Background: an optimization exercise with open tools, aiming at small area and a short achievable clock period. Do not read the settings as production practice. At most, simulation tests tie the RTL to the original design; equivalence was not proved. The RTL of runs 3 to 7 was laid out without a check of its function. Power and IR drop assume default switching activity.

**design/flow/flow/run.sh**
```bash
#!/bin/bash
# Standard ORFS layout with three changes:
#  - synthesis does not extract full and half adder cells (ADDER_MAP_FILE
#    empty), so ABC maps the adders' XOR and carry logic itself;
#  - ABC's area script (used with ABC_AREA 1) is flow/abc_area.script: a copy
#    of ORFS's scripts folder is made in scripts/ with that one file replaced;
#  - port buffers are plain buf_1 cells on the inputs and buf_1 cells on the
#    outputs instead of the delay buffer that buffer_ports picks by default.
# The make output goes to standard_flow.log; ORFS keeps each step's log under
# orfs/logs.
set -euo pipefail
rm -rf scripts
cp -r "$FLOW_HOME/scripts" scripts
cp flow/abc_area.script scripts/abc_area.script
export SCRIPTS_DIR="$PWD/scripts"
export ADDER_MAP_FILE=
export PRE_GLOBAL_PLACE_TCL="$PWD/flow/ports.tcl"
bash standard.sh > standard_flow.log 2>&1
```
**design/flow/flow/abc_area.script**
```
strash
balance; rewrite; refactor; balance; rewrite; rewrite -z; balance; refactor -z; rewrite -z; balance
dch -f
map -B 0.9
topo
stime -c
buffer -c
upsize -c
dnsize -c
```
**design/flow/flow/ports.tcl**
```tcl
# global_place.tcl calls buffer_ports once with one cell for every port; buffer
# the inputs and the outputs with their own cells instead.
rename buffer_ports orfs_buffer_ports
proc buffer_ports { args } {
  orfs_buffer_ports -inputs -buffer_cell sky130_fd_sc_hd__buf_1
  orfs_buffer_ports -outputs -buffer_cell sky130_fd_sc_hd__buf_1
}
```
**design/flow/standard.sh**
```bash
#!/bin/bash
# synth_recipe.tcl (not shown) runs the flow's synth.tcl, then flattens the netlist and writes it again
# the make line also repeats each setting of config.mk as NAME=value (left out here)
make -C /OpenROAD-flow-scripts/flow DESIGN_CONFIG=/design/flow/config.mk WORK_HOME=/design/flow/orfs CLKGATE_MAP_FILE= SYNTH_SCRIPT=/design/flow/synth_recipe.tcl "${@:-finish}"
```
**design/flow/config.mk**
```make
export PLATFORM = sky130hd
export DESIGN_NAME = ex_stage
export DESIGN_NICKNAME = ex_stage
export VERILOG_FILES = /design/flow/design.v
export SDC_FILE = /design/flow/constraint.sdc
export NUM_CORES = 4
export LEC_CHECK = 0
export ABC_AREA = 1
export CAP_MARGIN = 20
export CORE_MARGIN = 2
export CORE_UTILIZATION = 40
export PLACE_DENSITY = 0.55
export SETUP_SLACK_MARGIN = 3.0
export SLEW_MARGIN = 20
```
**design/flow/constraint.sdc**
```tcl
create_clock -name core_clock -period 7.0 [get_ports {clk}]
set_input_delay 1.4000 -clock core_clock [delete_from_list [all_inputs] [get_ports {clk}]]
set_output_delay 1.4000 -clock core_clock [all_outputs]
set_load 0.01 [all_outputs]
```
**design/flow/design.v**
```verilog
package rv_isa_pkg;
    localparam int XLEN       = 32;
    localparam int REG_ADDR_W = 5;
    localparam int SHAMT_W    = 5;
    localparam int ALT_BIT    = 30;
    typedef logic [XLEN-1:0]       word_t;
    typedef logic [REG_ADDR_W-1:0] reg_addr_t;
    typedef logic [31:0]           inst_t;
    typedef logic [2:0]            funct3_t;
    typedef enum logic [6:0] {
        OP_IMM = 7'b0010011,   
        OP     = 7'b0110011,   
        LOAD   = 7'b0000011,
        STORE  = 7'b0100011,
        BRANCH = 7'b1100011,
        JAL    = 7'b1101111,
        JALR   = 7'b1100111,
        LUI    = 7'b0110111,
        AUIPC  = 7'b0010111
    } opcode_e;
    typedef enum logic [2:0] {
        ADD_SUB = 3'b000,
        SLL     = 3'b001,
        SLT     = 3'b010,
        SLTU    = 3'b011,
        XOR     = 3'b100,
        SR      = 3'b101,   
        OR      = 3'b110,
        AND     = 3'b111
    } funct3_alu_e;
    typedef enum logic [2:0] {
        BEQ  = 3'b000,
        BNE  = 3'b001,
        BLT  = 3'b100,
        BGE  = 3'b101,
        BLTU = 3'b110,
        BGEU = 3'b111
    } funct3_br_e;
endpackage
package ex_pkg;
    typedef enum logic [3:0] {
        ALU_ADD,
        ALU_SUB,
        ALU_SLL,
        ALU_SLT,
        ALU_SLTU,
        ALU_XOR,
        ALU_SRL,
        ALU_SRA,
        ALU_OR,
        ALU_AND
    } alu_op_e;
    typedef enum logic [2:0] {
        CLS_NONE,     
        CLS_ALU,      
        CLS_LOAD,
        CLS_STORE,
        CLS_BRANCH,
        CLS_JUMP      
    } inst_class_e;
endpackage
module ex_stage (
    input  logic        clk,
    input  logic        rst_i,
    input  logic [31:0] inst_i,
    input  logic [31:0] pc_i,
    input  logic [31:0] rs1_data_i,
    input  logic [31:0] rs2_data_i,
    input  logic        reg_w_en_i,
    input  logic [4:0]  reg_w_addr_i,
    output logic        reg_w_en_o,
    output logic [4:0]  reg_w_addr_o,
    output logic [31:0] reg_w_data_o,
    output logic        mem_r_en_o,
    output logic        mem_w_en_o,
    output logic [31:0] mem_addr_o,
    output logic [31:0] mem_w_data_o,
    output logic [2:0]  mem_funct3_o,
    output logic        jump_flag_o,
    output logic [31:0] jump_addr_o
);
    logic [6:0] opc;
    logic [2:0] f3;
    logic       alt, s31, nrst;
    logic       is_opimm, is_op, is_load, is_store, is_branch;
    logic       is_jal, is_jalr, is_lui, is_auipc, is_alu;
    assign opc  = inst_i[6:0];
    assign f3   = inst_i[14:12];
    assign alt  = inst_i[30];
    assign s31  = inst_i[31];
    assign nrst = ~rst_i;
    assign is_opimm  = opc == 7'b0010011;
    assign is_op     = opc == 7'b0110011;
    assign is_load   = opc == 7'b0000011;
    assign is_store  = opc == 7'b0100011;
    assign is_branch = opc == 7'b1100011;
    assign is_jal    = opc == 7'b1101111;
    assign is_jalr   = opc == 7'b1100111;
    assign is_lui    = opc == 7'b0110111;
    assign is_auipc  = opc == 7'b0010111;
    assign is_alu    = is_op | is_opimm;
    logic [31:0] a_a, a_b, a_bx, a_p, a_g, a_sum;
    logic        use_rs2, use_s, a_inv, a_cout;
    assign a_a     = inst_i[3] ? pc_i : rs1_data_i;   
    assign use_rs2 = inst_i[5] & (inst_i[4] | inst_i[6]) & ~inst_i[2];
    assign use_s   = inst_i[5] & ~inst_i[4] & ~inst_i[6];
    always_comb begin
        if (use_rs2)        a_b = rs2_data_i;
        else if (use_s)     a_b = {{20{s31}}, inst_i[31:25], inst_i[11:7]};
        else if (inst_i[3]) a_b = {{12{s31}}, inst_i[19:12], inst_i[20], inst_i[30:21], 1'b0};
        else                a_b = {{20{s31}}, inst_i[31:20]};
    end
    assign a_inv = (inst_i[6] & ~inst_i[2]) |
                   (~inst_i[6] & inst_i[4] & ((f3[2:1] == 2'b01) | (inst_i[5] & (f3 == 3'b000) & alt)));
    assign a_bx = a_b ^ {32{a_inv}};
    assign a_p  = a_a ^ a_bx;
    assign a_g  = a_a & a_bx;
    logic [31:0] a_gg, a_pp;
    always_comb begin
        a_gg    = a_g;
        a_pp    = a_p;
        a_gg[0] = a_g[0] | (a_p[0] & a_inv);
        for (int l = 0; l < 5; l++) begin
            for (int i = 0; i < 32; i++) begin
                if (((i >> l) & 1) == 1) begin
                    a_gg[i] = a_gg[i] | (a_pp[i] & a_gg[((i >> l) << l) - 1]);
                    a_pp[i] = a_pp[i] & a_pp[((i >> l) << l) - 1];
                end
            end
        end
    end
    assign a_sum  = a_p ^ {a_gg[30:0], a_inv};
    assign a_cout = a_gg[31];
    logic lt_u, lt_s, eq;
    assign lt_u = ~a_cout;
    assign lt_s = (rs1_data_i[31] ^ a_b[31]) ? rs1_data_i[31] : lt_u;
    assign eq   = &a_p;   
    logic cond;
    always_comb begin
        case (f3[2:1])
            2'b00:   cond = eq ^ f3[0];
            2'b10:   cond = lt_s ^ f3[0];
            2'b11:   cond = lt_u ^ f3[0];
            default: cond = 1'b0;
        endcase
    end
    logic [31:0] b_off, b_p, b_g, b_gg, b_pp, b_sum;
    always_comb begin
        if (~inst_i[2])     b_off = {{20{s31}}, inst_i[7], inst_i[30:25], inst_i[11:8], 1'b0};
        else if (inst_i[6]) b_off = 32'd4;   
        else                b_off = {inst_i[31:12], 12'b0};
    end
    assign b_p = pc_i ^ b_off;
    assign b_g = pc_i & b_off;
    always_comb begin
        b_gg = b_g;
        b_pp = b_p;
        for (int l = 1; l < 32; l = l * 2) begin
            for (int i = 2 * l - 1; i < 32; i = i + 2 * l) begin
                b_gg[i] = b_gg[i] | (b_pp[i] & b_gg[i - l]);
                b_pp[i] = b_pp[i] & b_pp[i - l];
            end
        end
        for (int l = 8; l >= 1; l = l / 2) begin
            for (int i = 3 * l - 1; i < 32; i = i + 2 * l) begin
                b_gg[i] = b_gg[i] | (b_pp[i] & b_gg[i - l]);
                b_pp[i] = b_pp[i] & b_pp[i - l];
            end
        end
    end
    assign b_sum = b_p ^ {b_gg[30:0], 1'b0};
    logic [4:0]  shamt;
    logic [31:0] sh;
    logic        sll, fill;
    assign shamt = inst_i[5] ? rs2_data_i[4:0] : inst_i[24:20];
    assign sll   = ~f3[2];
    assign fill  = f3[2] & alt & rs1_data_i[31];
    always_comb begin
        for (int k = 0; k < 32; k++) sh[k] = sll ? rs1_data_i[31-k] : rs1_data_i[k];
        for (int l = 4; l >= 0; l--) begin
            for (int k = 0; k < 32; k++) begin
                if (k + (1 << l) < 32) sh[k] = shamt[l] ? sh[k + (1 << l)] : sh[k];
                else                   sh[k] = shamt[l] ? fill : sh[k];
            end
        end
    end
    logic sel_add, sel_sll, sel_slt, sel_sltu, sel_xor, sel_sr, sel_or, sel_and;
    logic sel_b, sel_lui;
    assign sel_add   = nrst & is_alu & (f3 == 3'b000);
    assign sel_sll   = nrst & is_alu & (f3 == 3'b001);
    assign sel_slt   = nrst & is_alu & (f3 == 3'b010);
    assign sel_sltu  = nrst & is_alu & (f3 == 3'b011);
    assign sel_xor   = nrst & is_alu & (f3 == 3'b100);
    assign sel_sr    = nrst & is_alu & (f3 == 3'b101);
    assign sel_or    = nrst & is_alu & (f3 == 3'b110);
    assign sel_and   = nrst & is_alu & (f3 == 3'b111);
    assign sel_b     = nrst & (is_auipc | is_jal | is_jalr);
    assign sel_lui   = nrst & is_lui;
    logic sel_p, sel_g;
    assign sel_p = sel_xor | sel_or;
    assign sel_g = sel_or | sel_and;
    logic [31:0] sh_rev, wb;
    always_comb begin
        for (int k = 0; k < 32; k++) sh_rev[k] = sh[31-k];
    end
    logic [31:0] wb_other;
    assign wb_other = ({32{sel_sll}}   & sh_rev) |
                      ({32{sel_sr}}    & sh) |
                      ({32{sel_p}}     & a_p) |   
                      ({32{sel_g}}     & a_g) |   
                      ({32{sel_b}}     & b_sum) |
                      ({32{sel_lui}}   & {inst_i[31:12], 12'b0});
    assign wb = ({32{sel_add}} & a_sum) | wb_other |
                {31'd0, (sel_slt & lt_s) | (sel_sltu & lt_u)};
    logic sel_mem, sel_jump, sel_br;
    assign sel_mem  = nrst & (is_load | is_store);
    assign sel_jump = nrst & (is_jal | is_jalr);
    assign sel_br   = nrst & is_branch;
    always_ff @(posedge clk) begin
        reg_w_en_o   <= nrst & reg_w_en_i;
        reg_w_addr_o <= {5{nrst}} & reg_w_addr_i;
        reg_w_data_o <= wb;
        mem_r_en_o   <= nrst & is_load;
        mem_w_en_o   <= nrst & is_store;
        mem_addr_o   <= {32{sel_mem}} & a_sum;
        mem_w_data_o <= {32{nrst & is_store}} & rs2_data_i;
        mem_funct3_o <= {3{nrst}} & f3;
        jump_flag_o  <= nrst & ((is_branch & cond) | is_jal | is_jalr);
        jump_addr_o  <= ({32{sel_jump}} & a_sum) | ({32{sel_br}} & b_sum);
    end
endmodule
```
==> results of run 1 <==
==> layout by cell type (no fill, tap or decap), drive strengths merged, types with 3 or more instances in the layout <==
master	instances
clkinvlp	12
o21ai	207
a211oi	4
mux2i	23
a21oi	57
nor4	13
a21boi	3
o221ai	13
o21a	6
o211ai	14
dfxtp	140
clkbuf	26
and2	6
o2111ai	7
nand2	637
xor2	31
or2	17
nand3b	5
nor3	10
nand3	149
xnor2	18
nand4	5
o221a	3
buf	369
o22ai	40
clkinv	10
inv	253
a31oi	8
nor2	188
o21bai	7
a21o	5
==> cell type report <==
type | instances | area [µm²]
Fill cell | 3050 | 13200
Multi-Input combinational cell | 1488 | 8250
Sequential cell | 140 | 2800
Timing Repair Buffer | 378 | 2150
Inverter | 259 | 1030
Tap cell | 384 | 480
Clock buffer | 18 | 429
Clock inverter | 14 | 159
Timing Repair inverter | 4 | 30.0
==> metrics by stage <==
| step | utilization, % | power [µW] | worst slack [ns] |
|---|---|---|---|
| after floorplan | - | 1510 | 3.29 |
| after global placement | 45.1 | 1840 | 1.52 |
| after detailed placement | 45.2 | 1840 | 1.47 |
| after CTS | 48.9 | 2820 | 2.98 |
| after global routing | 53.7 | 3160 | 2.94 |
| final | 53.7 | 3020 | 3.05 |
==> per-layer routing <==
metal  up-vias  part of all wire [%]  routed length [µm]  GRT usage, %
li1       7004                     -                   -             -
met1      6854                    41               24900          49.9
met2       856                    43               26300          59.7
met3       177                   9.6                5810          7.02
met4         4                   6.0                3610          20.4
met5         -                 0.038                  23             0
==> flip-flops by register name, summed over array words and instances (netlist names) <==
name and flops:
jump_flag_o 1, mem_r_en_o 1, reg_w_addr_o 5, reg_w_data_o 32, mem_w_data_o 32, reg_w_en_o 1
mem_w_en_o 1, mem_funct3_o 3, mem_addr_o 32, jump_addr_o 32
==> report_power, final <==
part | internal, µW | switching [µW] | total (µW)
Clock | 532 | 419 | 950
Combinational | 404 | 862 | 1270
Sequential | 804 | 2.19 | 807
==> worst paths after layout <==
check,to,depth (start not counted)
hold / removal,reg_w_addr_o[4],3
setup / recovery,reg_w_data_o[0],11
==> cell families after synthesis <==
kind of cell,Yosys count,share of synthesized area (%)
flip-flops,140,24.3
XOR/XNOR,49,3.91
multiplexers,24,2.09
AND/OR/NAND/NOR,1030,37.9
AO/OA/AOI/OAI,385,19.8
buffers and inverters,347,12.0
==> repair_timing <==
item / in CTS / in global routing
buffers inserted: 12 / 52
endpoints found under the hold margin: 0 / 0
setup endpoints to repair: 87 / 66
pin swaps: 7 / 52
cloned: 5 / 9
resized for setup: 92 / 203
==> summary.txt, run 1 <==
Critical Path RT=7.29 ns; post-route cell area=15300 µm²; max-slew violations=0; Post-synth ARST share=0%; leading area contributor after synthesis=dfxtp_1; setup tns final=0 ns; power density cells=197 nW/µm²; core footprint=28500 µm²; placed inst area=12900 µm²; post-synth top area share=24.3%; Hold Path Class=input port to flip-flop; Synth top cells by count=604 x nand2_1, 248 x inv_1, 182 x o21ai_0; Vias=14895; Leak=0.00736 µW; Site Rows=62; final setup fails=0; fin crit share=56.4%; ANT nets after route=0; TritonCTS clock tree=yes; min Tclk post-route=3.95 ns; I/O pin count=276; H-tree levels=4; first-pass detailed-route iteration total=6; DRC Markers=0; most numerous cell in the Yosys netlist=nand2_1; fmax=253 MHz; RSZ-0062 raised after global routing=true; global-route wire length before repair=85.4 mm; mapped cell area=11500 µm²; Syn Nets=2111; Worst path max stage delay=0.68 ns; Placer Congestion=1.05; post-synthesis cell count=1975; total gr overflow=0; Rel. slew slack=37.1%; syn avg cell area=5.85 µm²; sequential-to-total area share from yosys stat=24.3%; synth top area cells=dfxtp_1 24%, nand2_1 20%, inv_1 8.1%, o21ai_0 7.9%, nand3_1 6.0%; WS Path Type=input port to flip-flop; Bufs and invs on worst path=4; drt initial violations=1603; CP max-delay cell=a2111oi_1; final hold violation count=0; Final HPWL DP=46.5 mm; Placed Cells incl. Taps=2574; CTS root buf=clkbuf_16; CTS clk-pin slew, worst paths=0.07 ns; die width=174 µm; Post-Layout Cell Count=2685; Unique masters post-synth=60; yosys warns=1; Hold Startpoint=reg_w_addr_i[4]; area grow syn2layout=32.8%; crit-path leading delay family=compound AO/OA/AOI/OAI gates; CP cell instances=buf_1 -> inv_1 -> o21ai_1 -> buf_4 -> clkinvlp_4 -> nor2_1 -> a21oi_1 -> nand2_1 -> o21ai_0 -> a2111oi_1 -> o2111ai_1; Crit Path Max Fanout=26; Hold WS=1.13 ns; PortBufs=275; CTS Hold Bufs=0; Worst Setup End Kind=flip-flop; vias in the first global route=13497; #FFs+latches synth=140; # nets final=2424; max cap viols=0; crit start category=input port; initial antenna violation count=3; Critical Path Source=inst_i[21]; Initial Util=40.5%; GRT Overall Usage=38.1%; Worst-Margin Slew=0.942 ns; Die ar.=30200 µm²; peak supply drop=0.000144 V; largest net degree at the start of global routing=47; CTS Sinks=140; status=complete, no violations; die height=174 µm; mean routed wirelength per cell=22.6 µm; TritonCTS Buffers=17; predominant post-synthesis flop cell=dfxtp_1; ant diodes=0; layout cells sized above 1=17.0%; number of flops mapped to enable cells by yosys=0; routed wire length=60.6 mm; CTS max path bufs=2; critical path arrival=4.24 ns; Vias/cell=5.55
==> inputs of run 2 (changes only) <==
==> design/flow/flow/run.sh (replaced) <==
#!/bin/bash
# Standard ORFS layout with four changes:
#  - synthesis does not extract full and half adder cells (ADDER_MAP_FILE
#    empty), so ABC maps the adders' XOR and carry logic itself;
#  - ABC's area script (used with ABC_AREA 1) is flow/abc_area.script: a copy
#    of ORFS's scripts folder is made in scripts/ with that one file replaced;
#  - no timing repair after clock tree synthesis (SKIP_CTS_REPAIR_TIMING 1):
#    the timing repair after global routing does it all;
#  - port buffers are plain buf_1 cells on the inputs and buf_1 cells on the
#    outputs instead of the delay buffer that buffer_ports picks by default.
# The make output goes to standard_flow.log; ORFS keeps each step's log under
# orfs/logs.
set -euo pipefail
rm -rf scripts
cp -r "$FLOW_HOME/scripts" scripts
cp flow/abc_area.script scripts/abc_area.script
export SCRIPTS_DIR="$PWD/scripts"
export ADDER_MAP_FILE=
export SKIP_CTS_REPAIR_TIMING=1
export PRE_GLOBAL_PLACE_TCL="$PWD/flow/ports.tcl"
bash standard.sh > standard_flow.log 2>&1
==> run 2 against run 1 <==
Via count grew 0.32%; global-route usage fell by 0.68 points; worst hold slack better by 0.0025 ns; final cell count fell by 0.45%; sequential share of layout area grew 0.43 points; non-clock buffer count shrank 18; critical path depth up 2; clock power about the same; combinational power is 3% lower; setup slack got worse by 0.079 ns; power down 1.2%; fmax is 2.0% lower; critical endpoint is now reg_w_data_o[18]; largest cell class unchanged.
==> summary.txt, run 2 <==
status=complete, no violations; fmax=248 MHz (-2.0%); RSZ-0062 raised after global routing=true; CTS clk-pin slew, worst paths=0.07 ns (about the same); Worst path max stage delay=0.56 ns (-0.12 ns); #FFs+latches synth=140 (unchanged); I/O pin count=276 (unchanged); fin crit share=57.6% (+1.1 points); first-pass detailed-route iteration total=5 (-1); WS Path Type=input port to flip-flop; routed wire length=60.6 mm (about the same); GRT Overall Usage=37.5% (-0.68 points); CP max-delay cell=o21ai_0; Bufs and invs on worst path=3 (-1); peak supply drop=0.000142 V (-1.2%); most numerous cell in the Yosys netlist=nand2_1; Vias=14943 (+0.32%); post-synthesis cell count=1975 (unchanged); CTS max path bufs=2 (unchanged); Leak=0.00720 µW (-2.1%); drt initial violations=1708 (+6.6%); power density cells=199 nW/µm² (+1.1%); sequential-to-total area share from yosys stat=24.3% (unchanged); CP cell instances=buf_12 -> buf_6 -> nand2_1 -> inv_1 -> nand2_1 -> nand2_4 -> o21ai_0 -> o21ai_1 -> mux2i_1 -> o21ai_0 -> mux2i_1 -> o221a_2 -> o221ai_1; Compound-Gate Fraction of Synth Area=19.8% (unchanged); main combinational cell family by area after synthesis=simple AND/OR/NAND/NOR gates; Worst-Margin Slew=0.939 ns (-0.00256 ns); Critical Path RT=7.36 ns (+0.07 ns); adder-cell share of the synthesized area=0% (unchanged); Hold Path Class=input port to flip-flop; synth top area cells=dfxtp_1 24%, nand2_1 20%, inv_1 8.1%, o21ai_0 7.9%, nand3_1 6.0%; H-tree levels=4 (unchanged); global-route wire length before repair=84.0 mm (-1.6%); DRC Markers=0 (unchanged); CTS root buf=clkbuf_16; mapped cell area=11500 µm² (unchanged); layout cells sized above 1=14.8% (-2.2 points); area grow syn2layout=29.7%; yosys warns=1 (unchanged); Crit Path Max Fanout=46 (+77%); CTS Sinks=140 (unchanged); most frequent cells in the layout=565 x nand2_1, 266 x buf_1, 241 x inv_1; TritonCTS clock tree=yes; final setup fails=0 (unchanged); Synth top cells by count=604 x nand2_1, 248 x inv_1, 182 x o21ai_0; largest net degree at the start of global routing=47 (unchanged); min Tclk post-route=4.03 ns (+0.0793 ns); # nets final=2410 (-0.58%); Placer Congestion=1.05 (unchanged); syn avg cell area=5.85 µm² (unchanged); Syn Nets=2111 (unchanged); die width=174 µm (unchanged); Final HPWL DP=46.5 mm (unchanged); number of flops mapped to enable cells by yosys=0 (unchanged); Die ar.=30200 µm² (unchanged); max-slew violations=0 (unchanged); crit start category=input port; max cap viols=0 (unchanged); initial antenna violation count=3 (unchanged); core footprint=28500 µm² (unchanged); fin util=52.5% (-1.2 points); total gr overflow=0 (unchanged); Unique masters post-synth=60 (unchanged); Initial Util=40.5% (unchanged); Vias/cell=5.59 (+0.77%); PortBufs=275 (unchanged); die height=174 µm (unchanged); TritonCTS Buffers=17 (unchanged); critical path arrival=4.39 ns (+0.15 ns); xor/xnor share of the synthesized area=3.91% (unchanged); setup tns final=0 ns (unchanged); Post-synth ARST share=0% (unchanged); Rel. slew slack=37.3% (+0.17 points); predominant post-synthesis flop cell=dfxtp_1; crit-path leading delay family=compound AO/OA/AOI/OAI gates; mean routed wirelength per cell=22.7 µm (+0.52%); post-synth top area share=24.3% (unchanged); leading cell type in the layout, fill and taps excluded=nand2_1; Synth Area in Simple Gates=37.9% (unchanged); final hold violation count=0 (unchanged); post-synthesis mux area share=2.09% (unchanged); Worst Setup End Kind=flip-flop; leading area contributor after synthesis=dfxtp_1; vias in the first global route=13295 (-1.5%); Hold WS=1.13 ns (+0.00249 ns); ANT nets after route=0 (unchanged); Site Rows=62 (unchanged)
[run 2: changes by cell type in the layout (fill, tap and decap cells not counted), sizes merged]
cell | previous run | this run
buf | 369 | 352
bufbuf | 1 | 0
clkinv | 10 | 8
clkinvlp | 12 | 15
diode | 0 | 2
nand2 | 637 | 640
[run 2: kinds of logic after synthesis]
group	after synthesis
muxes	24
buffers and inverters	347
AOI/OAI and AO/OA	385
and+or+nand+nor	1030
xor gates and xnor gates	49
DFF	140
[run 2: metal layers]
metal	vias to the layer above	GRT usage (%)	wire, µm
met5	-	0	0
met4	0	18.0	3300
met3	178	6.45	6040
met2	926	59.3	26500
met1	6856	49.5	24800
li1	6983	-	-
[run 2: power breakdown]
group          switching [µW]  internal, µW  leakage, µW
registers                2.17           804      0.00113
logic                     850           380      0.00580
clock network             418           532     0.000276
total                    1270          1720      0.00720
[run 2: stage by stage]
step,total power [µW],cells,area (µm²),setup WS (ns)
after CTS,2780,2606,13500,1.93
after floorplan,1510,1975,11500,3.29
after global placement,1840,2573,12900,1.52
after global routing,3110,2671,15000,2.91
after detailed placement,1840,2574,12900,1.47
final,2990,2673,15000,2.97
[run 2: layout make-up]
class	instances	area [µm²]
Clock buffer	18	429
Tap cell	384	480
Timing Repair inverter	5	37.5
Timing Repair Buffer	360	1930
Fill cell	3060	13600
Antenna cell	2	5.00
Inverter	259	1020
Clock inverter	14	159
Sequential cell	140	2800
Multi-Input combinational cell	1491	8110
[run 2: worst paths after layout]
| kind | to | depth (start not counted) | from | slack [ns] |
|---|---|---|---|---|
| worst max-delay path | reg_w_data_o[18] | 13 | inst_i[14] | 2.97 |
| worst min-delay path | reg_w_addr_o[4] | 3 | reg_w_addr_i[4] | 1.13 |
==> inputs of run 3 (changes only) <==
--- a/design/flow/design.v
+++ b/design/flow/design.v
@@ -170,18 +170,31 @@
     end
     assign b_sum = b_p ^ {b_gg[30:0], 1'b0};
     logic [4:0]  shamt;
-    logic [31:0] sh;
+    logic [31:0] sh, sh1, sh2;
     logic        sll, fill;
     assign shamt = inst_i[5] ? rs2_data_i[4:0] : inst_i[24:20];
     assign sll   = ~f3[2];
     assign fill  = f3[2] & alt & rs1_data_i[31];
     always_comb begin
         for (int k = 0; k < 32; k++) sh[k] = sll ? rs1_data_i[31-k] : rs1_data_i[k];
-        for (int l = 4; l >= 0; l--) begin
-            for (int k = 0; k < 32; k++) begin
-                if (k + (1 << l) < 32) sh[k] = shamt[l] ? sh[k + (1 << l)] : sh[k];
-                else                   sh[k] = shamt[l] ? fill : sh[k];
-            end
+        for (int k = 0; k < 32; k++) begin
+            case (shamt[4:3])
+                2'd0:    sh1[k] = sh[k];
+                2'd1:    sh1[k] = (k + 8  < 32) ? sh[(k + 8)  % 32] : fill;
+                2'd2:    sh1[k] = (k + 16 < 32) ? sh[(k + 16) % 32] : fill;
+                default: sh1[k] = (k + 24 < 32) ? sh[(k + 24) % 32] : fill;
+            endcase
+        end
+        for (int k = 0; k < 32; k++) begin
+            case (shamt[2:1])
+                2'd0:    sh2[k] = sh1[k];
+                2'd1:    sh2[k] = (k + 2 < 32) ? sh1[(k + 2) % 32] : fill;
+                2'd2:    sh2[k] = (k + 4 < 32) ? sh1[(k + 4) % 32] : fill;
+                default: sh2[k] = (k + 6 < 32) ? sh1[(k + 6) % 32] : fill;
+            endcase
+        end
+        for (int k = 0; k < 32; k++) begin
+            sh[k] = shamt[0] ? ((k + 1 < 32) ? sh2[(k + 1) % 32] : fill) : sh2[k];
         end
     end
     logic sel_add, sel_sll, sel_slt, sel_sltu, sel_xor, sel_sr, sel_or, sel_and;
==> design/flow/flow/run.sh (replaced) <==
#!/bin/bash
# Standard ORFS layout with three changes:
#  - synthesis does not extract full and half adder cells (ADDER_MAP_FILE
#    empty), so ABC maps the adders' XOR and carry logic itself;
#  - ABC's area script (used with ABC_AREA 1) is flow/abc_area.script: a copy
#    of ORFS's scripts folder is made in scripts/ with that one file replaced;
#  - port buffers are plain buf_1 cells on the inputs and buf_1 cells on the
#    outputs instead of the delay buffer that buffer_ports picks by default.
# The make output goes to standard_flow.log; ORFS keeps each step's log under
# orfs/logs.
set -euo pipefail
rm -rf scripts
cp -r "$FLOW_HOME/scripts" scripts
cp flow/abc_area.script scripts/abc_area.script
export SCRIPTS_DIR="$PWD/scripts"
export ADDER_MAP_FILE=
export PRE_GLOBAL_PLACE_TCL="$PWD/flow/ports.tcl"
bash standard.sh > standard_flow.log 2>&1
==> run 3 against run 2 <==
Worst hold slack worse by 0.020 ns; wire length shrank 4.1%; count of clock-buffer cells in the layout increased by 1; via count down 0.88%; final cell count shrank 2.1%; design area decreased by 3.6%; power down 2.5%; non-clock buffer count is 19 lower; core utilization down 0.66 points; die area fell by 1.7%; synthesized cell count shrank 1.8%; critical path depth rose by 3; critical endpoint is now reg_w_data_o[26].
==> summary.txt, run 3 <==
status=complete, no violations; Site Rows=61 (-1.6%); CTS root buf=clkbuf_16; Switching Share=41.7% (-0.80 points); most frequent cells in the layout=549 x nand2_1, 265 x buf_1, 249 x inv_1; layout cells sized above 1=12.5% (-2.4 points); Rel. slew slack=34.2% (-3.1 points); die height=172 µm (-0.87%); CTS clk-pin slew, worst paths=0.07 ns (about the same); DRC Markers=0 (unchanged); routed wire length=58.2 mm (-4.1%); global-route wire length before repair=82.2 mm (-2.2%); # nets final=2360 (-2.1%); drt initial violations=1477 (-14%); mapped cell area=11300 µm² (-1.8%); Leak=0.00687 µW (-4.7%); Placed Cells incl. Taps=2543 (-1.2%); most numerous cell in the Yosys netlist=nand2_1; CTS Hold Bufs=0; largest net degree at the start of global routing=45 (-4.3%); TritonCTS clock tree=yes; Reg power frac=27.7% (+0.7 points); Post-Layout Cell Count=2616 (-2.1%); TritonCTS Buffers=17 (unchanged); met2 WL post-DR=24.8 mm (-6.7%); crit start category=input port; yosys warns=1 (unchanged); mean routed wirelength per cell=22.2 µm (-2.0%); sequential-to-total area share from yosys stat=24.7% (+0.44 points); synth top area cells=dfxtp_1 25%, nand2_1 19%, inv_1 8.5%, o21ai_0 7.2%, nand3_1 6.5%; CTS max path bufs=2 (unchanged); H-tree levels=4 (unchanged); ANT nets after route=0 (unchanged); Placer Congestion=1.02 (-3.2%); top routing layer in use=met5; Vias/cell=5.66 (+1.3%); critical path arrival=4.33 ns (-0.06 ns); max cap viols=0 (unchanged); Worst-Margin Slew=0.986 ns (+0.0464 ns); Comb pwr share=39.6% (-1.6 points); area grow syn2layout=27.3%; final hold violation count=0 (unchanged); clock share of power=32.6% (+0.8 points); Worst Setup End Kind=flip-flop; die width=172 µm (-0.87%); setup tns final=0 ns (unchanged); post-synth top area share=24.7% (+0.44 points); Synth top cells by count=583 x nand2_1, 256 x inv_1, 164 x o21ai_0; min Tclk post-route=3.96 ns (-0.0654 ns); first-pass detailed-route iteration total=5 (unchanged); Int Pwr=1700 µW (-1.2%); predominant post-synthesis flop cell=dfxtp_1; Net Switching=1210 µW (-4.4%); number of flops mapped to enable cells by yosys=0 (unchanged); wire length on met3=5.87 mm (-2.9%); metal1 wirelength=24.0 mm (-3.2%); post-synthesis cell count=1940 (-1.8%); power density cells=202 nW/µm² (+1.2%); Vias=14812 (-0.88%); final setup fails=0 (unchanged); leading cell type in the layout, fill and taps excluded=nand2_1; I/O pin count=276 (unchanged); RSZ-0062 raised after global routing=true; WS Path Type=input port to flip-flop; Post-synth ARST share=0% (unchanged); total gr overflow=0 (unchanged); syn avg cell area=5.85 µm² (about the same); Unique masters post-synth=60 (unchanged); Hold Path Class=input port to flip-flop; core footprint=27900 µm² (-2.4%); leading area contributor after synthesis=dfxtp_1; Hold Startpoint=reg_w_addr_i[3]; fin crit share=56.6% (-0.93 points); fmax=252 MHz (+1.6%); PortBufs=275 (unchanged); CTS Sinks=140 (unchanged); Die ar.=29700 µm² (-1.7%); Syn Nets=2076 (-1.7%); peak supply drop=0.000192 V (+35%); GRT Overall Usage=38.1% (+0.67 points); Crit Path Max Fanout=20 (-57%); initial antenna violation count=1 (-2); Critical Path Source=inst_i[2]; vias in the first global route=13494 (+1.5%); Final HPWL DP=44.7 mm (-3.8%); max-slew violations=0 (unchanged); Critical Path RT=7.36 ns (about the same); #FFs+latches synth=140 (unchanged); Initial Util=40.7% (+0.26 points)
## run 3: critical path: stages
cell and delay, ns:
buf_4 0.14, buf_12 0.15, clkinvlp_4 0.09, buf_4 0.12, nand3_1 0.18, nor2_1 0.30
inv_1 0.14, nor2_1 0.11, inv_1 0.12, nor2_2 0.44, inv_1 0.12, buf_4 0.26
o211ai_1 0.38, a221oi_1 0.09, buf_4 0.18, o211ai_1 0.08
## run 3: logic make-up (layout without fill, tap and decap cells)
kind of cell / Yosys count / count (layout) / share of synthesized area (%)
flip-flops: 140 / 140 / 24.7
AND/OR/NAND/NOR: 973 / 975 / 36.0
buffers and inverters: 351 / 646 / 12.5
multiplexers: 8 / 8 / 0.717
XOR/XNOR: 48 / 48 / 3.90
AO/OA/AOI/OAI: 420 / 420 / 22.2
other: 0 / 1 / 0
## run 3: power groups by stage
| stage | Sequential [µW] | Combinational (µW) | Clock (µW) |
|---|---|---|---|
| after floorplan | 829 | 670 | 0 |
| after global placement | 825 | 983 | 0 |
| after detailed placement | 825 | 984 | 0 |
| after CTS | 807 | 1030 | 958 |
| after global routing | 807 | 1250 | 990 |
| final | 807 | 1150 | 950 |
## run 3: routing by layer
| metal | vias up | GRT usage (%) |
|---|---|---|
| met2 | 896 | 58.6 |
| met4 | 2 | 21.8 |
| met3 | 183 | 7.67 |
| li1 | 6914 | - |
| met5 | - | 0 |
| met1 | 6817 | 49.6 |
## run 3: worst paths after layout
kind / slack (ns) / depth (start not counted) / end
worst max-delay path: 3.04 / 16 / reg_w_data_o[26]
worst min-delay path: 1.11 / 3 / reg_w_addr_o[3]
## run 3: layout make-up
type,instances,area (µm²)
diodes,1,2.50
clock buffers,19,443
clock inverters,13,155
fillers,3028,13400
inverters,271,1060
multi-input cells,1451,7730
flip-flops and latches,140,2800
well taps,378,473
repair buffers,341,1760
repair inverters,2,15.0
## run 3: repair_timing
| item | 4_1_cts | 5_1_grt |
|---|---|---|
| gates resized for setup | 68 | 131 |
| pin swaps | 6 | 38 |
| setup buffers | 5 | 27 |
| setup endpoints to repair | 92 | 61 |
| cloned | 5 | 3 |
## run 3: through the flow
stage	hold WS, ns	instance area, µm²	worst slack, ns	total power, µW	util (%)
5_1_grt	1.13	14400	2.93	3040	51.8
3_5_place_dp	1.59	12700	1.37	1810	45.6
3_3_place_gp	1.58	12700	1.42	1810	45.6
2_1_floorplan	1.51	11300	3.28	1500	-
4_1_cts	1.11	13700	2.98	2790	49.2
6_report	1.11	14400	3.04	2910	51.8
==> inputs of run 4 (changes only) <==
--- a/design/flow/config.mk
+++ b/design/flow/config.mk
@@ -9,6 +9,7 @@
 export CAP_MARGIN = 20
 export CORE_MARGIN = 2
 export CORE_UTILIZATION = 40
+export GPL_TIMING_DRIVEN = 0
 export PLACE_DENSITY = 0.55
 export SETUP_SLACK_MARGIN = 3.0
 export SLEW_MARGIN = 20
==> run 4 against run 3 <==
Via count up 2.5%; clock power down 5.7%; first-iteration DRC count up 27%; sequential cell count unchanged; sequential power about the same; wire length up 1.5%; synthesized cell count unchanged.
==> summary.txt, run 4 <==
post-synth top area share=24.7% (unchanged); ANT nets after route=0 (unchanged); CP cell instances=buf_2 -> buf_8 -> nand2_1 -> inv_1 -> nand2_1 -> nand2_2 -> nand2_2 -> buf_6 -> clkbuf_4 -> nand3_1 -> nand3b_1 -> nand2_2 -> nor2_1 -> nand2_2 -> nand2_2 -> nand2_2 -> nand2_4 -> nand3_1 -> nand3_2 -> xor2_1 -> o221ai_1; TritonCTS Buffers=17 (unchanged); Post-synth ARST share=0% (unchanged); Crit path top cell by count=nand2_2; H-tree levels=4 (unchanged); final hold violation count=0 (unchanged); layout cells sized above 1=14.4% (+1.9 points); Rel. slew slack=36.1% (+1.9 points); most numerous cell in the Yosys netlist=nand2_1; setup tns final=0 ns (unchanged); Die ar.=29700 µm² (unchanged); post-synthesis cell count=1940 (unchanged); WS Path Type=input port to flip-flop; syn avg cell area=5.85 µm² (unchanged); Placer Congestion=1.10 (+8.3%); overall power=2920 µW (+0.21%); RSZ-0062 raised after global routing=true; synth top area cells=dfxtp_1 25%, nand2_1 19%, inv_1 8.5%, o21ai_0 7.2%, nand3_1 6.5%; die height=172 µm (unchanged); PortBufs=272 (-1.1%); #FFs+latches synth=140 (unchanged); max cap viols=0 (unchanged); Worst path max stage delay=0.53 ns (+0.09 ns); area grow syn2layout=28.7%; post-route cell area=14600 µm² (+1.1%); Post-Layout Cell Count=2655 (+1.5%); fin crit share=58.0% (+1.3 points); Crit Path Max Fanout=6 (-70%); vias in the first global route=13687 (+1.4%); # nets final=2398 (+1.6%); Hold Path Class=input port to flip-flop; drt initial violations=1880 (+27%); status=complete, no violations; Vias/cell=5.72 (+0.98%); fill count=2953 (-2.5%); GRT Overall Usage=39.0% (+0.86 points); number of flops mapped to enable cells by yosys=0 (unchanged); mapped cell area=11300 µm² (unchanged); CTS clk-pin slew, worst paths=0.07 ns (about the same); Bufs and invs on worst path=5 (-4); Final HPWL DP=48.1 mm (+7.5%); mean routed wirelength per cell=22.2 µm (about the same); peak supply drop=0.000143 V (-26%); predominant post-synthesis flop cell=dfxtp_1; placed inst area=12800 µm² (+1.1%); crit start category=input port; CTS root buf=clkbuf_16; Unique masters post-synth=60 (unchanged); Vias=15180 (+2.5%); Initial Util=40.7% (unchanged); CP max-delay cell=xor2_1; largest net degree at the start of global routing=17 (-62%); Site Rows=61 (unchanged); CTS Hold Bufs=0 (unchanged); Synth top cells by count=583 x nand2_1, 256 x inv_1, 164 x o21ai_0; Placed Cells incl. Taps=2590 (+1.8%); critical path arrival=4.32 ns (about the same); global-route wire length before repair=83.8 mm (+1.9%); Syn Nets=2076 (unchanged); I/O pin count=276 (unchanged); Critical Path RT=7.26 ns (-0.10 ns); yosys warns=1 (unchanged); TritonCTS clock tree=yes; first-pass detailed-route iteration total=10 (+5); routed wire length=59.0 mm (+1.5%); Leak=0.00695 µW (+1.2%); most frequent cells in the layout=546 x nand2_1, 265 x buf_1, 252 x inv_1; CTS Sinks=140 (unchanged); leading cell type in the layout, fill and taps excluded=nand2_1; DRC Markers=0 (unchanged); CTS max path bufs=2 (unchanged); max-slew violations=0 (unchanged); final setup fails=0 (unchanged); Worst-Margin Slew=0.959 ns (-0.0270 ns); crit-path leading delay family=simple AND/OR/NAND/NOR gates; initial antenna violation count=2 (+1); total gr overflow=0 (unchanged); fmax=247 MHz (-2.3%); die width=172 µm (unchanged); Worst Setup End Kind=flip-flop; leading area contributor after synthesis=dfxtp_1; core footprint=27900 µm² (unchanged); power density cells=200 nW/µm² (-0.91%); min Tclk post-route=4.06 ns (+0.0917 ns); sequential-to-total area share from yosys stat=24.7% (unchanged)
[run 4: power by group]
part           internal [µW]  leakage [µW]  switching, µW
clock network            500      0.000267            396
registers                805       0.00113           2.14
logic                    364       0.00555            849
[run 4: path summary, 6_finish.rpt]
| kind | start | endpoint | slack, ns | cells past startpoint |
|---|---|---|---|---|
| worst max-delay path | inst_i[5] | reg_w_data_o[12] | 2.94 | 21 |
| worst min-delay path | reg_w_addr_i[4] | reg_w_addr_o[4] | 1.13 | 3 |
[run 4: kinds of logic (layout without fill, tap and decap cells)]
logic type	Yosys count	after routing	synth area share [%]
xor+xnor	48	48	3.90
buf+inv	351	686	12.5
simple gates	973	973	36.0
flops	140	140	24.7
mux	8	8	0.717
other cells	0	2	0
compound gates	420	420	22.2
[run 4: area by class of cell]
cell class	count	area [µm²]	area share, %
plain buffers	80	537	3.68
multi-input cells	1449	7890	54.0
clock buffers	20	447	3.06
flip-flops and latches	140	2800	19.2
diodes	2	5.00	0.0343
repair buffers	303	1300	8.92
inverters	271	1030	7.04
well taps	378	473	3.24
clock inverters	12	115	0.788
[run 4: repair_timing]
action	in CTS	in global routing
resized for setup	128	157
setup endpoints to repair	81	67
pin swaps	13	28
cloned	1	0
buffers inserted	12	18
[run 4: per-layer routing]
metal | up-vias | global-route usage [%] | part of all wire (%)
met2 | 1004 | 58.8 | 42
li1 | 7000 | - | -
met5 | - | 0 | 0.020
met1 | 6969 | 50.0 | 40
met3 | 205 | 10.4 | 12
met4 | 2 | 22.4 | 6.4
[run 4: stage by stage]
stage               util [%]  setup WS (ns)  hold WS, ns
floorplan                  -           3.28         1.51
global placement        46.1           1.58         1.59
detailed placement      46.1           1.64         1.60
CTS                     50.1           3.00         1.13
global route            52.4           2.92         1.15
finish                  52.4           2.94         1.13
==> inputs of run 5 (changes only) <==
--- a/design/flow/flow/run.sh
+++ b/design/flow/flow/run.sh
@@ -4,7 +4,7 @@
 #    empty), so ABC maps the adders' XOR and carry logic itself;
 #  - ABC's area script (used with ABC_AREA 1) is flow/abc_area.script: a copy
 #    of ORFS's scripts folder is made in scripts/ with that one file replaced;
-#  - port buffers are plain buf_1 cells on the inputs and buf_1 cells on the
+#  - port buffers are plain buf_2 cells on the inputs and buf_1 cells on the
 #    outputs instead of the delay buffer that buffer_ports picks by default.
 # The make output goes to standard_flow.log; ORFS keeps each step's log under
 # orfs/logs.
==> design/flow/flow/ports.tcl (replaced) <==
# global_place.tcl calls buffer_ports once with one cell for every port; buffer
# the inputs and the outputs with their own cells instead.
rename buffer_ports orfs_buffer_ports
proc buffer_ports { args } {
  orfs_buffer_ports -inputs -buffer_cell sky130_fd_sc_hd__buf_2
  orfs_buffer_ports -outputs -buffer_cell sky130_fd_sc_hd__buf_1
}
--- a/design/flow/config.mk
+++ b/design/flow/config.mk
@@ -9,7 +9,6 @@
 export CAP_MARGIN = 20
 export CORE_MARGIN = 2
 export CORE_UTILIZATION = 40
-export GPL_TIMING_DRIVEN = 0
 export PLACE_DENSITY = 0.55
 export SETUP_SLACK_MARGIN = 3.0
 export SLEW_MARGIN = 20
==> run 5 against run 4 <==
Still clean; design area increased by 0.65%; combinational power is 3% lower; power up 1.3%; final cell count down 1.2%; via count is 3.1% lower; die area is the same; critical path type unchanged; critical endpoint is now reg_w_data_o[17]; largest cell class unchanged; highest routed layer is now met4.
==> summary.txt, run 5 <==
mapped cell area=11300 µm² (unchanged); WS Path Type=input port to flip-flop; Crit Path Max Fanout=11 (+5); Leak=0.00724 µW (+4.3%); Rel. slew slack=34.7% (-1.4 points); DRC Markers=0 (unchanged); TritonCTS clock tree=yes; routed wire length=57.3 mm (-2.9%); status=complete, no violations; number of flops mapped to enable cells by yosys=0 (unchanged); synth top area cells=dfxtp_1 25%, nand2_1 19%, inv_1 8.5%, o21ai_0 7.2%, nand3_1 6.5%; leading cell type in the layout, fill and taps excluded=nand2_1; Die ar.=29700 µm² (unchanged); max cap viols=0 (unchanged); #FFs+latches synth=140 (unchanged); Post-synth ARST share=0% (unchanged); Hold Path Class=input port to flip-flop; CTS root buf=clkbuf_16; PortBufs=275 (+1.1%); CTS Hold Bufs=0 (unchanged); placed inst area=12900 µm² (about the same); Vias=14717 (-3.1%); CTS clk-pin slew, worst paths=0.07 ns (about the same); layout cells sized above 1=18.3% (+3.9 points); vias in the first global route=13345 (-2.5%); # nets final=2367 (-1.3%); peak supply drop=0.000125 V (-12%); H-tree levels=4 (unchanged); Initial Util=40.7% (unchanged); Final HPWL DP=43.6 mm (-9.3%); post-synth top area share=24.7% (unchanged); ant diodes=0 (-2); critical path arrival=4.35 ns (+0.03 ns); most numerous cell in the Yosys netlist=nand2_1; Placer Congestion=1.01 (-8.0%); post-synthesis cell count=1940 (unchanged); final hold violation count=0 (unchanged); total gr overflow=0 (unchanged); drt initial violations=1622 (-14%); power density cells=201 nW/µm² (+0.63%); GRT Overall Usage=37.4% (-1.6 points); syn avg cell area=5.85 µm² (unchanged); Worst Setup End Kind=flip-flop; Synth top cells by count=583 x nand2_1, 256 x inv_1, 164 x o21ai_0; CTS Sinks=140 (unchanged); area grow syn2layout=29.5%; fill count=2926 (-0.91%); largest net degree at the start of global routing=53 (+36); RSZ-0062 raised after global routing=true; initial antenna violation count=0 (-2); mean routed wirelength per cell=21.9 µm (-1.6%); I/O pin count=276 (unchanged); ANT nets after route=0 (unchanged); Critical Path RT=7.37 ns (+0.11 ns); predominant post-synthesis flop cell=dfxtp_1; max-slew violations=0 (unchanged); CTS max path bufs=2 (unchanged); Syn Nets=2076 (unchanged); first-pass detailed-route iteration total=8 (-2); setup tns final=0 ns (unchanged); die width=172 µm (unchanged); yosys warns=1 (unchanged); global-route wire length before repair=81.7 mm (-2.5%); die height=172 µm (unchanged); fin crit share=56.8% (-1.1 points); Site Rows=61 (unchanged); post-route cell area=14700 µm² (+0.65%); Worst-Margin Slew=0.978 ns (+0.0195 ns); most frequent cells in the layout=554 x nand2_1, 250 x inv_1, 143 x o21ai_0; fmax=251 MHz (+2.0%); crit start category=input port; sequential-to-total area share from yosys stat=24.7% (unchanged); min Tclk post-route=3.98 ns (-0.0776 ns); leading area contributor after synthesis=dfxtp_1; Vias/cell=5.61 (-1.8%); core footprint=27900 µm² (unchanged); final setup fails=0 (unchanged); TritonCTS Buffers=17 (unchanged); Unique masters post-synth=60 (unchanged)
[run 5: cell types whose count changed in the layout (fill, tap and decap cells not counted), moves of 6 or more]
cell	previous run	this run
nand2_2	52	42
clkbuf_1	28	1
clkbuf_4	6	0
buf_8	7	0
nand2_1	546	554
clkbuf_2	22	0
buf_4	34	55
buf_2	12	130
buf_1	265	140
o21ai_2	19	13
o21ai_0	133	143
nand2_8	0	6
nor2_1	134	141
[run 5: report_power, final]
part | switching, µW | internal (µW)
sequential | 2.17 | 805
clock | 409 | 569
combinational | 808 | 362
[run 5: stage by stage]
stage	util (%)	hold slack [ns]	setup WS (ns)	power (µW)	instances
final	52.8	1.15	3.02	2950	2622
after global routing	52.8	1.17	2.95	3090	2622
after CTS	49.8	1.15	2.97	2830	2583
after detailed placement	46.1	1.61	1.44	1820	2541
after global placement	46.1	1.60	1.55	1820	2541
after floorplan	-	1.51	3.28	1500	1940
[run 5: worst paths after layout]
kind / slack (ns) / startpoint / cells after the start / to
max: 3.02 / rst_i / 13 / reg_w_data_o[17]
min: 1.15 / reg_w_addr_i[1] / 3 / reg_w_addr_o[1]
[run 5: logic make-up (layout without fill, tap and decap cells)]
| group | count (synthesis) | after routing | share of synthesized area [%] |
|---|---|---|---|
| AO/OA/AOI/OAI | 420 | 420 | 22.2 |
| flip-flops | 140 | 140 | 24.7 |
| XOR/XNOR | 48 | 48 | 3.90 |
| AND/OR/NAND/NOR | 973 | 977 | 36.0 |
| buffers and inverters | 351 | 651 | 12.5 |
| multiplexers | 8 | 8 | 0.717 |
[run 5: cell type report]
cell class / count / area (µm²) / share of cell area (%)
clock buffers: 18 / 429 / 2.92
clock inverters: 14 / 184 / 1.25
inverters: 271 / 1060 / 7.20
multi-input cells: 1453 / 7740 / 52.7
flip-flops and latches: 140 / 2800 / 19.1
well taps: 378 / 473 / 3.22
repair buffers: 345 / 1990 / 13.5
repair inverters: 3 / 21.3 / 0.145
[run 5: worst max-delay path: stages]
cell        delay (ns)
buf_2             0.23
inv_1             0.25
nand3_1           0.24
nor2_1            0.28
inv_1             0.13
nor2_1            0.10
inv_1             0.11
nor2_1            0.10
buf_4             0.24
clkinvlp_2        0.58
o221ai_1          0.42
a211oi_1          0.13
o211ai_1          0.13
[run 5: timing repair]
item,4_1_cts,5_1_grt
pin swaps,6,20
gates cloned,4,7
endpoints found under the setup margin,91,64
resized for setup,68,119
buffers inserted,6,31
[run 5: metal layers]
metal / up-vias / share of wire, % / track usage (%)
met3: 129 / 9.8 / 6.52
met2: 835 / 44 / 58.2
met1: 6827 / 42 / 50.6
met4: 0 / 4.4 / 16.4
li1: 6926 / - / -
met5: - / 0 / 0
==> inputs of run 6 (changes only) <==
==> design/flow/flow/run.sh (replaced) <==
#!/bin/bash
# Standard ORFS layout with four changes:
#  - synthesis does not extract full and half adder cells (ADDER_MAP_FILE
#    empty), so ABC maps the adders' XOR and carry logic itself;
#  - ABC's area script (used with ABC_AREA 1) is flow/abc_area.script: a copy
#    of ORFS's scripts folder is made in scripts/ with that one file replaced;
#  - no timing repair after clock tree synthesis (SKIP_CTS_REPAIR_TIMING 1):
#    the timing repair after global routing does it all;
#  - port buffers are plain buf_1 cells on the inputs and buf_1 cells on the
#    outputs instead of the delay buffer that buffer_ports picks by default.
# The make output goes to standard_flow.log; ORFS keeps each step's log under
# orfs/logs.
set -euo pipefail
rm -rf scripts
cp -r "$FLOW_HOME/scripts" scripts
cp flow/abc_area.script scripts/abc_area.script
export SCRIPTS_DIR="$PWD/scripts"
export ADDER_MAP_FILE=
export SKIP_CTS_REPAIR_TIMING=1
export PRE_GLOBAL_PLACE_TCL="$PWD/flow/ports.tcl"
bash standard.sh > standard_flow.log 2>&1
==> design/flow/flow/ports.tcl (replaced) <==
# global_place.tcl calls buffer_ports once with one cell for every port; buffer
# the inputs and the outputs with their own cells instead.
rename buffer_ports orfs_buffer_ports
proc buffer_ports { args } {
  orfs_buffer_ports -inputs -buffer_cell sky130_fd_sc_hd__buf_1
  orfs_buffer_ports -outputs -buffer_cell sky130_fd_sc_hd__buf_1
}
==> run 6 against run 5 <==
Still clean; critical path depth is 2 higher; final cell count is 0.34% lower; first-iteration DRC count stayed put; synthesized area stayed put; non-clock buffer count is 7 lower; die area stayed put; largest power group unchanged.
==> summary.txt, run 6 <==
RSZ-0062 raised after global routing=true; area grow syn2layout=27.2%; mapped cell area=11300 µm² (unchanged); Placer Congestion=1.02 (+0.35%); TritonCTS clock tree=yes; TritonCTS Buffers=17 (unchanged); fin crit share=56.6% (-0.28 points); H-tree levels=4 (unchanged); die width=172 µm (unchanged); Synth Area in Simple Gates=36.0% (unchanged); first-pass detailed-route iteration total=6 (-2); largest net degree at the start of global routing=45 (-15%); min Tclk post-route=3.96 ns (-0.0197 ns); Crit Path Max Fanout=10 (-1); Hold Path End=reg_w_addr_o[3]; I/O pin count=276 (unchanged); Post-synth ARST share=0% (unchanged); max-slew violations=0 (unchanged); ant diodes=0 (unchanged); Worst path max stage delay=0.45 ns (-0.13 ns); Crit path top cell by count=o21ai_0; number of flops mapped to enable cells by yosys=0 (unchanged); Hold Startpoint=reg_w_addr_i[3]; sequential-to-total area share from yosys stat=24.7% (unchanged); PortBufs=275 (unchanged); synth top area cells=dfxtp_1 25%, nand2_1 19%, inv_1 8.5%, o21ai_0 7.2%, nand3_1 6.5%; hold path depth=3 (unchanged); leading cell type in the layout, fill and taps excluded=nand2_1; Register Area=2800 µm² (unchanged); ANT nets after route=0 (unchanged); max cap viols=0 (unchanged); GRT Overall Usage=37.2% (-0.17 points); status=complete, no violations; Initial Util=40.7% (unchanged); total gr overflow=0 (unchanged); die height=172 µm (unchanged); Unique masters post-synth=60 (unchanged); Vias/cell=5.64 (+0.42%); most frequent cells in the layout=543 x nand2_1, 265 x buf_1, 250 x inv_1; Syn Nets=2076 (unchanged); crit start category=input port; # nets final=2358 (-0.38%); predominant post-synthesis flop cell=dfxtp_1; leading area contributor after synthesis=dfxtp_1; CP max-delay cell=mux2i_2; vias in the first global route=13286 (-0.44%); most numerous cell in the Yosys netlist=nand2_1; post-synth top area share=24.7% (unchanged); CTS max path bufs=2 (unchanged); DRC Markers=0 (unchanged); final hold violation count=0 (unchanged); #FFs+latches synth=140 (unchanged); Leak=0.00683 µW (-5.7%); peak supply drop=0.000191 V (+52%); CTS root buf=clkbuf_16; post-synthesis mux area share=0.717% (unchanged); setup tns final=0 ns (unchanged); Worst Setup End Kind=flip-flop; power density cells=201 nW/µm² (about the same); Rel. slew slack=36.1% (+1.4 points); area of the multi-input gates=7760 µm² (+0.21%); adder-cell share of the synthesized area=0% (unchanged); fill count=3040 (+3.9%); critical path arrival=4.32 ns (-0.03 ns); mean routed wirelength per cell=22.3 µm (+1.7%); WS Path Type=input port to flip-flop; Synth top cells by count=583 x nand2_1, 256 x inv_1, 164 x o21ai_0; Site Rows=61 (unchanged); post-synthesis cell count=1940 (unchanged); yosys warns=1 (unchanged); final setup fails=0 (unchanged); main combinational cell family by area after synthesis=simple AND/OR/NAND/NOR gates; Critical Path RT=7.36 ns (about the same); xor/xnor share of the synthesized area=3.90% (unchanged); Hold Path Class=input port to flip-flop; routed wire length=58.1 mm (+1.4%); CTS Sinks=140 (unchanged); Vias=14728 (+0.075%); global-route wire length before repair=80.5 mm (-1.4%); CP cell instances=buf_1 -> inv_1 -> o21ai_4 -> nor2_2 -> buf_4 -> o21ai_0 -> o21ai_0 -> o21ai_0 -> o221ai_1 -> o21ai_0 -> mux2i_2 -> a21oi_1 -> nand2_1 -> inv_1 -> o21ai_1; Final HPWL DP=44.7 mm (+2.5%); drt initial violations=1622 (unchanged); met2 WL post-DR=25.0 mm (-0.37%); wire length on met3=5.83 mm (+4.2%); fmax=253 MHz (+0.50%); layout cells sized above 1=12.5% (-5.8 points); metal1 wirelength=23.8 mm (-1.4%); Compound-Gate Fraction of Synth Area=22.2% (unchanged); Worst-Margin Slew=0.958 ns (-0.0204 ns); top routing layer in use=met5; syn avg cell area=5.85 µm² (unchanged); initial antenna violation count=2 (+2); CTS clk-pin slew, worst paths=0.07 ns (about the same); Die ar.=29700 µm² (unchanged); core footprint=27900 µm² (unchanged); Hold WS=1.12 ns (-0.0377 ns)
[run 6: metal layers]
layer | global-route usage, % | vias to the layer above
met2 | 56.7 | 846
met3 | 7.16 | 160
met5 | 0 | -
met1 | 48.8 | 6812
li1 | - | 6906
met4 | 21.8 | 4
[run 6: worst max-delay path: cells and delay by family]
family                 cells  cell delay, ns
buffers and inverters      4            0.61
AO/OA/AOI/OAI              8            1.37
AND/OR/NAND/NOR            2            0.48
multiplexers               1            0.45
[run 6: cell type report]
class / count / share of cell area, %
multi-input combinational: 1453 / 53.8
sequential: 140 / 19.4
timing repair buffer: 338 / 12.0
inverter: 271 / 7.38
tap: 378 / 3.28
clock buffer: 19 / 3.07
clock inverter: 13 / 1.07
timing repair inverter: 1 / 0.0520
[run 6: worst max path at each step]
stage,startpoint,endpoint
finish,inst_i[23],reg_w_data_o[30]
floorplan,inst_i[13],reg_w_data_o[30]
global route,inst_i[23],reg_w_data_o[30]
global placement,inst_i[5],reg_w_data_o[29]
CTS,inst_i[5],reg_w_data_o[29]
detailed placement,inst_i[5],reg_w_data_o[29]
[run 6: power by group]
part / switching [µW] / internal [µW] / leakage, µW
registers: 2.55 / 805 / 0.00113
clock network: 407 / 542 / 0.000284
logic: 802 / 344 / 0.00542
total: 1210 / 1690 / 0.00683
[run 6: through the flow]
step | area [µm²] | utilization, % | power, µW | setup WS [ns] | cells
2_1_floorplan | 11300 | - | 1500 | 3.28 | 1940
3_3_place_gp | 12700 | 45.6 | 1810 | 1.42 | 2543
3_5_place_dp | 12700 | 45.6 | 1810 | 1.37 | 2543
4_1_cts | 13300 | 47.7 | 2750 | 1.84 | 2575
5_1_grt | 14400 | 51.8 | 3030 | 2.89 | 2613
6_report | 14400 | 51.8 | 2900 | 3.04 | 2613
[run 6: cell families (layout without fill, tap and decap cells)]
group	count (synthesis)	after routing
compound gates	420	420
flops	140	140
buf+inv	351	642
mux	8	8
xor+xnor	48	48
simple gates	973	977
==> inputs of run 7 (changes only) <==
--- a/design/flow/design.v
+++ b/design/flow/design.v
@@ -170,19 +170,19 @@
     end
     assign b_sum = b_p ^ {b_gg[30:0], 1'b0};
     logic [4:0]  shamt;
-    logic [31:0] sh, sh1, sh2;
+    logic [31:0] sh0, sh1, sh2, sh;
     logic        sll, fill;
     assign shamt = inst_i[5] ? rs2_data_i[4:0] : inst_i[24:20];
     assign sll   = ~f3[2];
     assign fill  = f3[2] & alt & rs1_data_i[31];
     always_comb begin
-        for (int k = 0; k < 32; k++) sh[k] = sll ? rs1_data_i[31-k] : rs1_data_i[k];
+        for (int k = 0; k < 32; k++) sh0[k] = sll ? rs1_data_i[31-k] : rs1_data_i[k];
         for (int k = 0; k < 32; k++) begin
             case (shamt[4:3])
-                2'd0:    sh1[k] = sh[k];
-                2'd1:    sh1[k] = (k + 8  < 32) ? sh[(k + 8)  % 32] : fill;
-                2'd2:    sh1[k] = (k + 16 < 32) ? sh[(k + 16) % 32] : fill;
-                default: sh1[k] = (k + 24 < 32) ? sh[(k + 24) % 32] : fill;
+                2'd0:    sh1[k] = sh0[k];
+                2'd1:    sh1[k] = (k + 8  < 32) ? sh0[(k + 8)  % 32] : fill;
+                2'd2:    sh1[k] = (k + 16 < 32) ? sh0[(k + 16) % 32] : fill;
+                default: sh1[k] = (k + 24 < 32) ? sh0[(k + 24) % 32] : fill;
             endcase
         end
         for (int k = 0; k < 32; k++) begin
--- a/design/flow/config.mk
+++ b/design/flow/config.mk
@@ -8,7 +8,7 @@
 export ABC_AREA = 1
 export CAP_MARGIN = 20
 export CORE_MARGIN = 2
-export CORE_UTILIZATION = 40
-export PLACE_DENSITY = 0.55
+export CORE_UTILIZATION = 45
+export PLACE_DENSITY = 0.6
 export SETUP_SLACK_MARGIN = 3.0
 export SLEW_MARGIN = 20
==> run 7 against run 6 <==
Still clean on timing, DRC and antenna; design area is 2.8% lower; die area decreased by 11%; sequential cell count unchanged; sequential power about the same; global-route usage is 2.1 points higher; critical path type unchanged; highest routed layer unchanged.
==> summary.txt, run 7 <==
GRT Overall Usage=39.3% (+2.1 points); Vias/cell=5.75 (+2.1%); max cap viols=0 (unchanged); DRC Markers=0 (unchanged); layout cells sized above 1=10.9% (-1.6 points); Leak=0.00676 µW (-1.0%); Synth top cells by count=583 x nand2_1, 256 x inv_1, 164 x o21ai_0; fmax=247 MHz (-2.2%); Unique masters post-synth=60 (unchanged); total gr overflow=0 (unchanged); Syn Nets=2076 (unchanged); routed wire length=54.7 mm (-6.0%); leading area contributor after synthesis=dfxtp_1; Hold Path Class=input port to flip-flop; max-slew violations=0 (unchanged); Placer Congestion=1.02 (+0.50%); predominant post-synthesis flop cell=dfxtp_1; Final HPWL DP=42.0 mm (-6.1%); #FFs+latches synth=140 (unchanged); Worst Setup End Kind=flip-flop; I/O pin count=276 (unchanged); final setup fails=0 (unchanged); Site Rows=58 (-4.9%); setup tns final=0 ns (unchanged); # nets final=2352 (-0.25%); critical path arrival=4.40 ns (+0.08 ns); core footprint=25000 µm² (-10%); power density cells=207 nW/µm² (+3.0%); CTS root buf=clkbuf_16; most numerous cell in the Yosys netlist=nand2_1; RSZ-0062 raised after global routing=true; mean routed wirelength per cell=21.4 µm (-4.0%); global-route wire length before repair=78.2 mm (-2.8%); sequential-to-total area share from yosys stat=24.7% (unchanged); TritonCTS Buffers=17 (unchanged); TritonCTS clock tree=yes; leading cell type in the layout, fill and taps excluded=nand2_1; yosys warns=1 (unchanged); largest net degree at the start of global routing=52 (+16%); Vias=14722 (-0.041%); WS Path Type=input port to flip-flop; crit start category=input port; overall power=2910 µW (+0.12%); number of flops mapped to enable cells by yosys=0 (unchanged); Rel. slew slack=37.9% (+1.8 points); vias in the first global route=13233 (-0.40%); post-synthesis cell count=1940 (unchanged); fin crit share=57.8% (+1.3 points); Worst-Margin Slew=0.932 ns (-0.0262 ns); Crit Path Max Fanout=10 (unchanged); first-pass detailed-route iteration total=6 (unchanged); Critical Path RT=7.35 ns (about the same); CTS clk-pin slew, worst paths=0.08 ns (about the same); die width=163 µm (-5.6%); initial antenna violation count=1 (-1); Die ar.=26500 µm² (-11%); mapped cell area=11300 µm² (unchanged); PortBufs=275 (unchanged); peak supply drop=0.000140 V (-27%); status=complete, no violations; most frequent cells in the layout=562 x nand2_1, 266 x buf_1, 252 x inv_1; drt initial violations=1825 (+13%); Initial Util=45.4% (+4.7 points); final hold violation count=0 (unchanged); ant diodes=0 (unchanged); CTS max path bufs=2 (unchanged); post-synth top area share=24.7% (unchanged); H-tree levels=4 (unchanged); synth top area cells=dfxtp_1 25%, nand2_1 19%, inv_1 8.5%, o21ai_0 7.2%, nand3_1 6.5%; area grow syn2layout=23.7%; die height=163 µm (-5.6%); min Tclk post-route=4.05 ns (+0.0876 ns); CTS Sinks=140 (unchanged); syn avg cell area=5.85 µm² (unchanged); ANT nets after route=0 (unchanged); Placed Cells incl. Taps=2496 (-1.8%); Post-synth ARST share=0% (unchanged); Post-Layout Cell Count=2559 (-2.1%)
-- run 7: cell counts after synthesis --
No cell type changed its count.
-- run 7: layout make-up --
| class | instances | area (µm²) |
|---|---|---|
| clock buffers | 19 | 453 |
| clock inverters | 13 | 153 |
| fillers | 2679 | 10900 |
| inverters | 271 | 1040 |
| multi-input cells | 1450 | 7490 |
| flip-flops and latches | 140 | 2800 |
| well taps | 330 | 413 |
| repair buffers | 334 | 1660 |
| repair inverters | 2 | 15.0 |
-- run 7: final timing paths --
| kind | to | start | cells after the start | slack, ns |
|---|---|---|---|---|
| max | reg_w_data_o[30] | inst_i[24] | 16 | 2.95 |
| min | reg_w_addr_o[4] | reg_w_addr_i[4] | 3 | 1.12 |
-- run 7: routing by layer --
| metal | vias up | share of wire, % | global-route usage, % |
|---|---|---|---|
| met5 | - | 0.024 | 0 |
| met2 | 933 | 43 | 61.2 |
| met3 | 168 | 11 | 6.98 |
| li1 | 6902 | - | - |
| met4 | 2 | 5.9 | 20.3 |
| met1 | 6717 | 41 | 52.0 |
-- run 7: per-stage QoR --
step	hold slack, ns	worst slack [ns]	util [%]	instance area [µm²]
4_1_cts	1.12	2.12	53.1	13300
5_1_grt	1.16	2.79	56.2	14000
3_3_place_gp	1.58	1.63	50.7	12700
3_5_place_dp	1.59	1.68	50.7	12700
2_1_floorplan	1.51	3.28	-	11300
6_report	1.12	2.95	56.2	14000
-- run 7: critical path, cell delays in order --
cell and delay (ns):
buf_1 0.09, inv_1 0.28, o21ai_4 0.13, buf_4 0.17, nor2_2 0.23, buf_4 0.23, o21ai_0 0.08, o21ai_0 0.23
o21ai_0 0.24, o221ai_1 0.25, o21ai_0 0.25, mux2i_2 0.45, a21oi_1 0.16, nand2_1 0.10, inv_1 0.04, o21ai_1 0.05
-- run 7: kinds of logic (layout without fill, tap and decap cells) --
kind of cell | count (synthesis) | in the layout | synth area share [%]
AND/OR/NAND/NOR | 973 | 974 | 36.0
multiplexers | 8 | 8 | 0.717
buffers and inverters | 351 | 639 | 12.5
AO/OA/AOI/OAI | 420 | 420 | 22.2
flip-flops | 140 | 140 | 24.7
XOR/XNOR | 48 | 48 | 3.90
-- run 7: power by group --
| part | leakage [µW] | switching (µW) | internal, µW |
|---|---|---|---|
| clock | 0.000293 | 441 | 554 |
| combinational | 0.00534 | 775 | 330 |
| sequential | 0.00113 | 2.27 | 804 |
| total | 0.00676 | 1220 | 1690 |

-- what the ideal ports hide --
No port has a modelled driver above. Below, the same layouts with a new extraction and two added sets of constraints.
Step 1: set_driving_cell puts a clkbuf_16 on clk and a buf_2 on each other input, an assumption about the parent block.
Step 2 moves the port delays by t, midway between the first and last clock arrival at a register: inputs arrive t later, outputs are due t later. That takes back most of the time a late clock gives input paths.
Three values: ideal ports, drivers, drivers and shift; two values: the first two.
run | shift t [ns] | slack for setup (ns) | worst slew at a driven data input, ns | pins driven straight from the clock port
run 1 | 0.495 | 3.049 / 3.024 / 2.529 | 0.10 | 1
run 2 | 0.491 | 2.970 / 2.957 / 2.466 | 0.08 | 1
run 3 | 0.514 | 3.035 / 3.067 / 2.552 | 0.05 | 1
run 4 | 0.501 | 2.943 / 2.972 / 2.471 | 0.06 | 1
run 5 | 0.501 | 3.021 / 3.016 / 2.515 | 0.16 | 1
run 6 | 0.512 | 3.041 / 3.073 / 2.561 | 0.08 | 1
run 7 | 0.494 | 2.953 / 2.964 / 2.470 | 0.07 | 1
After both steps every run listed still meets setup and hold. The setup slack of run 1, which loses most, moves by -0.025 ns with the drivers and by -0.520 ns with both steps.
